This design comes from an exercise in tuning for small area, a short achievable clock period and few clock cycles on the open sky130 flow, not from production work.
Where RTL was checked, it was by simulation tests only, not by an equivalence proof against the original.
The clock port is modelled as an ideal driver, which makes a skipped or thinned clock tree look cheaper than it is; a real chip needs a root buffer or a tree.
Power and IR drop assume default switching activity.

Setup of job 9691:
// mem_loop_top
module mem_loop_top
#(
  parameter int DATA_WIDTH  = 32,
  parameter int BURST_LEN   = 4,
  parameter int ADDR_WIDTH  = 6,
  parameter int FIFO_DEPTH  = 16,
  parameter int READ_LAT    = 2,
  parameter int INIT_CYCLES = 32
) (
  input  logic                  clk0_tb,
  input  logic                  locked,
  input  logic                  in_valid,
  input  logic [DATA_WIDTH-1:0] in_data,
  output logic                  in_ready,
  output logic                  out_valid,
  output logic [DATA_WIDTH-1:0] out_data,
  input  logic                  out_ready,
  output logic                  init_done
);
  localparam int NS    = 8;                   
  localparam int GROUP = 8;                   
  localparam int PW    = $clog2(GROUP);
  localparam int REVS  = INIT_CYCLES / GROUP;
  localparam int RW    = $clog2(REVS);
  localparam int AW    = $clog2(NS + 1);
  logic [DATA_WIDTH-1:0] slot [0:NS-1];
  logic [NS-1:0]         v;          
  logic [PW-1:0]         in_pos;     
  logic [RW-1:0]         rev;        
  logic [AW-1:0]         avail;      
  logic                  init_nxt;
  logic                  in_take;
  logic                  group_in;   
  logic                  out_free;   
  logic                  gate;       
  logic                  to_out;
  logic [NS-1:0]         load;       
  logic [NS-1:0]         v_nxt;
  assign init_nxt = init_done || ((in_pos == PW'(GROUP - 1)) && (rev == RW'(REVS - 1)));
  assign in_take  = in_valid && in_ready;
  assign group_in = in_take && (in_pos == PW'(GROUP - 1));
  assign out_free = !out_valid || out_ready;
  assign gate     = ((avail != '0) || group_in) && out_free;
  assign to_out   = v[NS-1] && gate;
  always_comb begin
    load[NS-1] = !v[NS-1] || gate;
    for (int i = NS - 2; i >= 1; i--) begin
      load[i] = !v[i] || load[i+1];
    end
    load[0] = !v[0];
  end
  always_comb begin
    v_nxt[0] = (v[0] || in_take) && !load[1];
    v_nxt[1] = load[1] ? (v[0] || in_take) : v[1];
    for (int i = 2; i < NS; i++) begin
      v_nxt[i] = load[i] ? v[i-1] : v[i];
    end
  end
  always_ff @(posedge clk0_tb or negedge locked) begin
    if (!locked) begin
      v         <= '0;
      in_pos    <= '0;
      rev       <= '0;
      avail     <= '0;
      in_ready  <= 1'b0;
      out_valid <= 1'b0;
      init_done <= 1'b0;
    end else begin
      v         <= v_nxt;
  ...
Size in the first run: ~410 cells after synthesis, roughly 310 flip-flops.
Settings: LEC_CHECK=0, ABC_CLOCK_PERIOD_IN_PS=2500, CAP_MARGIN=20, CORE_MARGIN=2, CORE_UTILIZATION=50, GPL_ROUTABILITY_DRIVEN=0, PLACE_DENSITY=0.6, SLEW_MARGIN=20, SYNTH_MEMORY_MAX_BITS=16384; clock period 8.0 ns.
standard.sh (not shown) runs the stock make flow with config.mk's settings and CLKGATE_MAP_FILE= SYNTH_SCRIPT=/design/flow/synth_recipe.tcl, a recipe that flattens the netlist after the stock synthesis.
==> flow/flow/run.sh <==
#!/bin/bash
set -euo pipefail
cd "$(dirname "$0")/.."
export SETUP_SLACK_MARGIN=5.4
export BUFFER_PORTS_ARGS="-buffer_cell sky130_fd_sc_hd__buf_2"
export CTS_ARGS="-sink_clustering_enable -sink_clustering_size 30 -sink_clustering_max_diameter 120 -repair_clock_nets -dont_use_dummy_load"
export POST_GLOBAL_PLACE_TCL="$PWD/flow/inbuf.tcl"
export POST_CTS_TCL="$PWD/flow/bypass_root.tcl"
bash standard.sh > standard.log 2>&1
==> flow/flow/bypass_root.tcl <==
proc bypass_clock_root {} {
  set block [ord::get_db_block]
  set port_net [$block findNet clk0_tb]
  set loads [$port_net getITerms]
  if {[llength $loads] != 1} { puts "BYPASS: port feeds [llength $loads] pins, skipped"; return }
  set root [[lindex $loads 0] getInst]
  set out_net ""
  foreach it [$root getITerms] {
    if {[$it isOutputSignal]} { set out_net [$it getNet] }
  }
  set sinks {}
  foreach it [$out_net getITerms] { if {[$it getInst] != $root} { lappend sinks $it } }
  if {[llength $sinks] > 4} { puts "BYPASS: root feeds [llength $sinks] pins, skipped"; return }
  foreach it $sinks { $it disconnect; $it connect $port_net }
  puts "BYPASS: removed [$root getName], port now feeds [llength $sinks] pins"
  odb::dbInst_destroy $root
  odb::dbNet_destroy $out_net
}

bypass_clock_root
estimate_parasitics -placement
==> flow/flow/inbuf.tcl <==
# in_data port buffers as buf_1: each drives only the 8 buffer entries.
proc shrink_input_buffers {} {
  set db [ord::get_db]
  set block [ord::get_db_block]
  set m [$db findMaster sky130_fd_sc_hd__buf_1]
  set n 0
  foreach bt [$block getBTerms] {
    if {[$bt getIoType] ne "INPUT"} { continue }
    set net [$bt getNet]
    if {$net eq "NULL" || ![string match "in_data*" [$bt getName]]} { continue }
    foreach it [$net getITerms] {
      set inst [$it getInst]
      if {[[$inst getMaster] getName] eq "sky130_fd_sc_hd__buf_2"} {
        $inst swapMaster $m
        incr n
      }
    }
  }
  puts "shrink_input_buffers: $n input buffers now buf_1"
}
shrink_input_buffers
Testbench counts of job 9691, summed over its fixed seeds: cycles 7,339.
Input changes introduced in job 9732 (baseline for comparison: job 9691):
Settings: GPL_ROUTABILITY_DRIVEN no longer set, was 0.
--- a/flow/flow/run.sh
+++ b/flow/flow/run.sh
@@ -4 +4 @@
-export SETUP_SLACK_MARGIN=5.4
+export SETUP_SLACK_MARGIN=5.35
### Flow results
Job 9732 against job 9691: final instance area saw a decrease; worst reg-to-reg path cell count went up; met1 routing resource usage after global routing was more or less identical; portion of total power attributed to the clock network neither gained nor lost much. Reported leakage power essentially unchanged between job 9732 and job 9691. There was hardly any difference in worst hold slack between job 9732 and job 9691. In job 9732 relative to job 9691, wire length had gone down slightly.
Modified inputs, job 7677 compared to job 9732
--- a/flow/flow/run.sh
+++ b/flow/flow/run.sh
@@ -4 +4 @@
-export SETUP_SLACK_MARGIN=5.35
+export SETUP_SLACK_MARGIN=5.4
### Flow results
Re post-route total power: job 7677 is about 0.5% up on job 9732. | minimum clock period | job 7677 vs job 9732 | better |. In the reports for job 9732 and job 7677, the smaller layout overhead on the synthesized area belongs to job 9732. Row non-clock buffer count: job 7677 higher / job 9732 lower. The higher share of layout cells above drive strength 1 of job 9732 and job 7677 is in job 7677. [compare] base=job 9732 new=job 7677: combined area of the multi-input logic cells went up about 3%, clock power share held. Comparing job 9732 against job 7677, there is no change at all in inverter count of the layout excluding clock inverters. From job 9732 to job 7677 the numbers moved as follows: power share of the combinational group up 0.5 points; met2 track demand over resource in global routing flat.

== lane 1 ==
mem_loop_top, a different RTL version from the one above (not shown whole).
Size in the first run: roughly 590 cells after synthesis, roughly 320 flip-flops.
// mem_loop_top
module mem_loop_top
#(
  parameter int DATA_WIDTH  = 32,
  parameter int BURST_LEN   = 4,
  parameter int ADDR_WIDTH  = 6,
  parameter int FIFO_DEPTH  = 16,
  parameter int READ_LAT    = 2,
  parameter int INIT_CYCLES = 32
) (
  input  logic                  clk0_tb,
  input  logic                  locked,
  input  logic                  in_valid,
  input  logic [DATA_WIDTH-1:0] in_data,
  output logic                  in_ready,
  output logic                  out_valid,
  output logic [DATA_WIDTH-1:0] out_data,
  input  logic                  out_ready,
  output logic                  init_done
);
==> flow/config.mk <==
export PLATFORM = sky130hd
export DESIGN_NAME = mem_loop_top
export DESIGN_NICKNAME = mem_loop_top
export VERILOG_FILES = /design/flow/design.v
export SDC_FILE = /design/flow/constraint.sdc
export NUM_CORES = 4
export LEC_CHECK = 0
export ABC_CLOCK_PERIOD_IN_PS = 2500
export CAP_MARGIN = 20
export CORE_MARGIN = 2
export CORE_UTILIZATION = 55
export PLACE_DENSITY = 0.65
export SLEW_MARGIN = 20
export SYNTH_MEMORY_MAX_BITS = 16384
==> flow/constraint.sdc <==
create_clock -name core_clock -period 8.0 [get_ports {clk0_tb}]
set_input_delay 1.6000 -clock core_clock [delete_from_list [all_inputs] [get_ports {clk0_tb}]]
set_output_delay 1.6000 -clock core_clock [all_outputs]
set_load 0.01 [all_outputs]
==> flow/flow/run.sh <==
#!/bin/bash
set -euo pipefail
cd "$(dirname "$0")/.."
export SETUP_SLACK_MARGIN=5.7
export BUFFER_PORTS_ARGS="-buffer_cell sky130_fd_sc_hd__buf_2"
export CTS_ARGS="-sink_clustering_enable -sink_clustering_size 30 -sink_clustering_max_diameter 120 -repair_clock_nets -dont_use_dummy_load"
export POST_CTS_TCL="$PWD/flow/bypass_root.tcl"
bash standard.sh > standard.log 2>&1
Scripts as last shown in full above: flow/flow/bypass_root.tcl
Input-level comparison between lane 2 and lane 1:
Settings: an added CTS_CLUSTER_DIAMETER of 100; an added CTS_CLUSTER_SIZE of 30.
==> flow/flow/run.sh <==
#!/bin/bash
set -euo pipefail
cd "$(dirname "$0")/.."
export SETUP_SLACK_MARGIN="${MY_SETUP_MARGIN:-5.8}"
export BUFFER_PORTS_ARGS="-buffer_cell sky130_fd_sc_hd__buf_2"
export CTS_ARGS="-sink_clustering_enable -repair_clock_nets -dont_use_dummy_load"
bash standard.sh > standard.log 2>&1
removed: flow/flow/bypass_root.tcl
A worst setup path endpoint of out_data[18] is what lane 1 shows, while out_data[30] belongs to lane 2.
No stage failed in lane 2, and the final checks on the layout all came back clean.
met5 as the top layer used by detailed routing was reported by lane 2, and met4 by lane 1.
For lane 1, the start point of the critical path was out_data[18], unlike lane 2, where it was out_data[30].
Compared with lane 1, in lane 2 post-route cell area now larger; area overhead of the layout relative to synthesis now larger; met3 global-route usage now larger.
Here is what was changed in the inputs of lane 3 compared with lane 2.
Settings: clearing CTS_CLUSTER_DIAMETER, which used to be 100; clearing CTS_CLUSTER_SIZE, which used to be 30.
==> flow/flow/run.sh <==
#!/bin/bash
set -euo pipefail
cd "$(dirname "$0")/.."
export SETUP_SLACK_MARGIN=5.5
export BUFFER_PORTS_ARGS="-buffer_cell sky130_fd_sc_hd__buf_2"
export CTS_ARGS="-sink_clustering_enable -sink_clustering_size 30 -sink_clustering_max_diameter 120 -repair_clock_nets -dont_use_dummy_load"
export POST_CTS_TCL="$PWD/flow/bypass_root.tcl"
bash standard.sh > standard.log 2>&1
==> flow/flow/bypass_root.tcl (new file) <==
proc bypass_clock_root {} {
  set block [ord::get_db_block]
  set port_net [$block findNet clk0_tb]
  set loads [$port_net getITerms]
  if {[llength $loads] != 1} { puts "BYPASS: port feeds [llength $loads] pins, skipped"; return }
  set root [[lindex $loads 0] getInst]
  set out_net ""
  foreach it [$root getITerms] {
    if {[$it isOutputSignal]} { set out_net [$it getNet] }
  }
  set sinks {}
  foreach it [$out_net getITerms] { if {[$it getInst] != $root} { lappend sinks $it } }
  if {[llength $sinks] > 4} { puts "BYPASS: root feeds [llength $sinks] pins, skipped"; return }
  foreach it $sinks { $it disconnect; $it connect $port_net }
  puts "BYPASS: removed [$root getName], port now feeds [llength $sinks] pins"
  odb::dbInst_destroy $root
  odb::dbNet_destroy $out_net
}

bypass_clock_root
estimate_parasitics -placement
## What came out
- Against lane 2, lane 3 reports a normalized max-slew margin that is lower.
- Against lane 2, lane 3 reports a first-iteration DRC count that is higher.
- Lane 3 vs lane 2: part of the cycle the worst path needs down
- [compare] base=lane 2 new=lane 3: sum of met3 wire segment lengths after detailed routing down about 20%; total via count after detailed routing shows a reduction of 92.
- Highest signal layer in the routed design = met5: lane 2; highest signal layer in the routed design = met4: lane 3
Here is what was changed in the inputs of lane 4 compared with lane 3.
==> flow/flow/run.sh <==
#!/bin/bash
set -euo pipefail
cd "$(dirname "$0")/.."
export SETUP_SLACK_MARGIN="${MY_SETUP_MARGIN:-5.6}"
export BUFFER_PORTS_ARGS="-buffer_cell sky130_fd_sc_hd__buf_2"
export CTS_ARGS="-sink_clustering_enable -repair_clock_nets -dont_use_dummy_load"
bash standard.sh > standard.log 2>&1
removed: flow/flow/bypass_root.tcl
## What came out
Lane 4 has completed all stages; timing, DRC and antenna checks passed. Lane 3 consumes less power than lane 4. Looking at met3 layer usage reported by global route, lane 4 sits 0.56 points higher than lane 3 does. Count of filler cells inserted in the layout (lower): lane 4. Summary: with lane 3 as the reference, met2 wirelength from detailed routing in lane 4 moved down slightly.
What lane 5 does differently from lane 4 at the input level:
Settings: putting SETUP_SLACK_MARGIN at 5 where nothing was set.
==> flow/run.sh (new file) <==
#!/bin/bash
# synth_recipe.tcl (not shown) runs the flow's synth.tcl, then flattens the netlist and writes it again
# the make line also repeats each setting of config.mk as NAME=value (left out here)
make -C /OpenROAD-flow-scripts/flow DESIGN_CONFIG=/design/flow/config.mk WORK_HOME=/design/flow/orfs CLKGATE_MAP_FILE= SYNTH_SCRIPT=/design/flow/synth_recipe.tcl finish
removed: flow/flow/run.sh
removed: flow/standard.sh
==> comparison <==
When lane 5 is set beside lane 4, its worst setup slack turns out to be 180 ps smaller. Cmp lane 5 vs lane 4: final period utilization higher in lane 5. Going from lane 4 to lane 5, the fraction of area in registers was found to have gone down by 2.8 points. Summary of the comparison: worst clock skew is lower in lane 5, relative to lane 4. Delta (lane 5 minus lane 4): total power after layout went up by 0.23 mW, net switching power of the design went up by 11%.
Function was not checked in any run of this note: the RTL went through the layout flow alone.

The RTL this note starts from:
==> flow/design.v <==
package mem_pkg;
  typedef enum logic [1:0] {
    CMD_NOP   = 2'd0,
    CMD_WRITE = 2'd1,
    CMD_READ  = 2'd2
  } mem_cmd_t;
  typedef enum logic [1:0] {
    ST_WAIT_INIT = 2'd0,
    ST_IDLE      = 2'd1,
    ST_WRITE     = 2'd2,
    ST_READ      = 2'd3
  } sched_state_t;
endpackage
package stream_pkg;
  typedef enum logic {
    HALF_LO = 1'b0,
    HALF_HI = 1'b1
  } half_t;
endpackage
`timescale 1ns/1ps
module mem_loop_top
#(
  parameter int DATA_WIDTH  = 32,
  parameter int BURST_LEN   = 4,
  parameter int ADDR_WIDTH  = 6,
  parameter int FIFO_DEPTH  = 16,
  parameter int READ_LAT    = 2,
  parameter int INIT_CYCLES = 32
) (
  input  logic                  clk0_tb,
  input  logic                  locked,
  input  logic                  in_valid,
  input  logic [DATA_WIDTH-1:0] in_data,
  output logic                  in_ready,
  output logic                  out_valid,
  output logic [DATA_WIDTH-1:0] out_data,
  input  logic                  out_ready,
  output logic                  init_done
);
  localparam int NS    = 8;                   
  localparam int GROUP = 8;                   
  localparam int PW    = $clog2(GROUP);
  localparam int REVS  = INIT_CYCLES / GROUP;
  localparam int RW    = $clog2(REVS);
  localparam int AW    = $clog2(NS + 1);
  logic [DATA_WIDTH-1:0] slot [0:NS-1];
  logic [NS-1:0]         v;          
  logic [PW-1:0]         in_pos;     
  logic [RW-1:0]         rev;        
  logic [AW-1:0]         avail;      
  logic                  init_nxt;
  logic                  in_take;
  logic                  group_in;   
  logic                  out_free;   
  logic                  gate;       
  logic                  to_out;
  logic [NS-1:0]         load;       
  logic [NS-1:0]         v_nxt;
  assign init_nxt = init_done || ((in_pos == PW'(GROUP - 1)) && (rev == RW'(REVS - 1)));
  assign in_take  = in_valid && in_ready;
  assign group_in = in_take && (in_pos == PW'(GROUP - 1));
  assign out_free = !out_valid || out_ready;
  assign gate     = ((avail != '0) || group_in) && out_free;
  assign to_out   = v[NS-1] && gate;
  always_comb begin
    load[NS-1] = !v[NS-1] || gate;
    for (int i = NS - 2; i >= 1; i--) begin
      load[i] = !v[i] || load[i+1];
    end
    load[0] = !v[0];
  end
  always_comb begin
    v_nxt[0] = (v[0] || in_take) && !load[1];
    v_nxt[1] = load[1] ? (v[0] || in_take) : v[1];
    for (int i = 2; i < NS; i++) begin
      v_nxt[i] = load[i] ? v[i-1] : v[i];
    end
  end
  always_ff @(posedge clk0_tb or negedge locked) begin
    if (!locked) begin
      v         <= '0;
      in_pos    <= '0;
      rev       <= '0;
      avail     <= '0;
      in_ready  <= 1'b0;
      out_valid <= 1'b0;
      init_done <= 1'b0;
    end else begin
      v         <= v_nxt;
      init_done <= init_nxt;
      if (in_take || !init_done) begin
        in_pos <= in_pos + 1'b1;
      end
      if (!init_done && (in_pos == PW'(GROUP - 1))) begin
        rev <= rev + 1'b1;
      end
      if (group_in) begin
        avail <= to_out ? AW'(GROUP - 1) : AW'(GROUP);
      end else if (to_out) begin
        avail <= avail - 1'b1;
      end
      in_ready  <= init_nxt && !v_nxt[0];
      out_valid <= (out_valid && !out_ready) || to_out;
    end
  end
  always_ff @(posedge clk0_tb) begin
    if (load[0]) begin
      slot[0] <= in_data;
    end
    if (load[1]) begin
      slot[1] <= v[0] ? slot[0] : in_data;
    end
    for (int i = 2; i < NS; i++) begin
      if (load[i]) begin
        slot[i] <= slot[i-1];
      end
    end
    if (out_free) begin
      out_data <= slot[NS-1];
    end
  end
endmodule
clock: 8.0 ns
lec_check: 0
abc_clock_period_in_ps: 2500
cap_margin: 20
core_margin: 2
core_utilization: 55
place_density: 0.65
slew_margin: 20
synth_memory_max_bits: 16384
==> flow/flow/run.sh <==
#!/bin/bash
set -euo pipefail
cd "$(dirname "$0")/.."
export SETUP_SLACK_MARGIN=5.4
export BUFFER_PORTS_ARGS="-buffer_cell sky130_fd_sc_hd__buf_2"
export CTS_ARGS="-sink_clustering_enable -sink_clustering_size 35 -sink_clustering_max_diameter 140 -repair_clock_nets -dont_use_dummy_load"
export POST_GLOBAL_PLACE_TCL="$PWD/flow/inbuf.tcl"
export POST_CTS_TCL="$PWD/flow/bypass_root.tcl"
bash standard.sh > standard.log 2>&1
==> flow/flow/bypass_root.tcl <==
proc bypass_clock_root {} {
  set block [ord::get_db_block]
  set port_net [$block findNet clk0_tb]
  set loads [$port_net getITerms]
  if {[llength $loads] != 1} { puts "BYPASS: port feeds [llength $loads] pins, skipped"; return }
  set root [[lindex $loads 0] getInst]
  set out_net ""
  foreach it [$root getITerms] {
    if {[$it isOutputSignal]} { set out_net [$it getNet] }
  }
  set sinks {}
  foreach it [$out_net getITerms] { if {[$it getInst] != $root} { lappend sinks $it } }
  if {[llength $sinks] > 4} { puts "BYPASS: root feeds [llength $sinks] pins, skipped"; return }
  foreach it $sinks { $it disconnect; $it connect $port_net }
  puts "BYPASS: removed [$root getName], port now feeds [llength $sinks] pins"
  odb::dbInst_destroy $root
  odb::dbNet_destroy $out_net
}

bypass_clock_root
estimate_parasitics -placement
Scripts as last shown in full above: flow/flow/inbuf.tcl
The starting point produced a clean layout.
Testbench counts at the start, summed over its fixed seeds: cycles 7,339.
Rerun with:
--- a/flow/flow/run.sh
+++ b/flow/flow/run.sh
@@ -4,0 +5 @@
+export SETUP_MOVE_SEQUENCE="unbuffer,sizeup,swap,clone"
@@ -6 +7 @@
-export CTS_ARGS="-sink_clustering_enable -sink_clustering_size 35 -sink_clustering_max_diameter 140 -repair_clock_nets -dont_use_dummy_load"
+export CTS_ARGS="-sink_clustering_enable -sink_clustering_size 30 -sink_clustering_max_diameter 120 -repair_clock_nets -dont_use_dummy_load"
The changed run completed without violations.
Setup slack is worse by 0.071 ns.
Via count rose by 0.86%.
Routed wire length rose by 2.5%.
Fmax fell by 2.7%.
Utilization hardly moves.
Critical path depth fell by 2.
Sequential share of layout area stays flat.
Clock-buffer cell count rose by 2.
Non-clock buffer count fell by 11.
Rerun with:
--- a/flow/flow/run.sh
+++ b/flow/flow/run.sh
@@ -5 +5 @@
-export SETUP_MOVE_SEQUENCE="unbuffer,sizeup,swap,clone"
+export SETUP_MOVE_SEQUENCE="sizeup,buffer,clone,split,swap"
CORE_UTILIZATION = 50   (was 55)
PLACE_DENSITY = 0.6   (was 0.65)
Wire length is higher by 5.5%. Cell count is higher by 5.9%. Worst setup slack is better by 0.075 ns. Count of clock-buffer cells in the layout does not change. Utilization is lower by 4.7 points. Total power is higher by 0.97%. Global-route usage is lower by 0.50 points. Die area is higher by 9.7%. Final area is higher by 0.97%.
Rerun with:
--- a/flow/flow/run.sh
+++ b/flow/flow/run.sh
@@ -4,2 +4 @@
-export SETUP_SLACK_MARGIN=5.4
-export SETUP_MOVE_SEQUENCE="sizeup,buffer,clone,split,swap"
+export SETUP_SLACK_MARGIN=5.5
CORE_UTILIZATION = 45   (was 50)
PLACE_DENSITY = 0.55   (was 0.6)
=>
- worst hold slack improved by 0.0030 ns
- setup slack got worse by 0.013 ns
- die area increases by 11%

-- what the ideal ports hide --
The results above use ideal ports. As a check the final layouts listed here were re-extracted and re-timed, cells and wires unchanged. Step 1 assumes that a clkbuf_16 drives the clock port and a buf_2 every other input. Step 2 also shifts input and output timing later by t, the mid clock arrival at the registers, as if the neighbouring blocks saw the same clock. Three values: no drivers, after step 1, after step 2; two values: the first two.
run | t (ns) | setup WS [ns] | slew at the worst register clock pin (ns) | worst data-port slew with drivers (ns) | pins driven straight from the clock port
job 9691 | 0.381 | 5.436 / 5.440 / 5.091 | 0.11 / 0.11 | 0.04 | 2
job 9732 | 0.381 | 5.345 / 5.344 / 5.000 | 0.11 / 0.11 | 0.04 | 2
job 7677 | 0.381 | 5.436 / 5.440 / 5.091 | 0.11 / 0.11 | 0.04 | 2
lane 1 | 0.404 | 5.432 / 5.377 / 5.397 | 0.11 / 0.11 | 0.06 | 2
lane 2 | 0.585 | 5.282 / 5.236 / 5.000 | 0.06 / 0.06 | 0.06 | 1
lane 3 | 0.408 | 5.431 / 5.370 / 5.176 | 0.11 / 0.11 | 0.06 | 2
lane 4 | 0.585 | 5.287 / 5.238 / 5.128 | 0.06 / 0.06 | 0.06 | 1
lane 5 | 0.599 | 5.107 / 5.060 / 4.540 | 0.06 / 0.06 | 0.06 | 1
the first run of note 3 | 0.388 | 5.419 / 5.441 / 5.053 | 0.11 / 0.11 | 0.04 | 2
the second run of note 3 | 0.370 | 5.349 / 5.363 / 4.993 | 0.10 / 0.10 | 0.05 | 2
the third run of note 3 | 0.381 | 5.424 / 5.441 / 5.067 | 0.11 / 0.11 | 0.04 | 2
the fourth run of note 3 | 0.377 | 5.411 / 5.427 / 5.050 | 0.11 / 0.11 | 0.05 | 2
After both steps every run listed still meets setup and hold. For lane 5, which loses most, drivers alone change the setup slack by -0.047 ns; drivers and shift together by -0.567 ns.
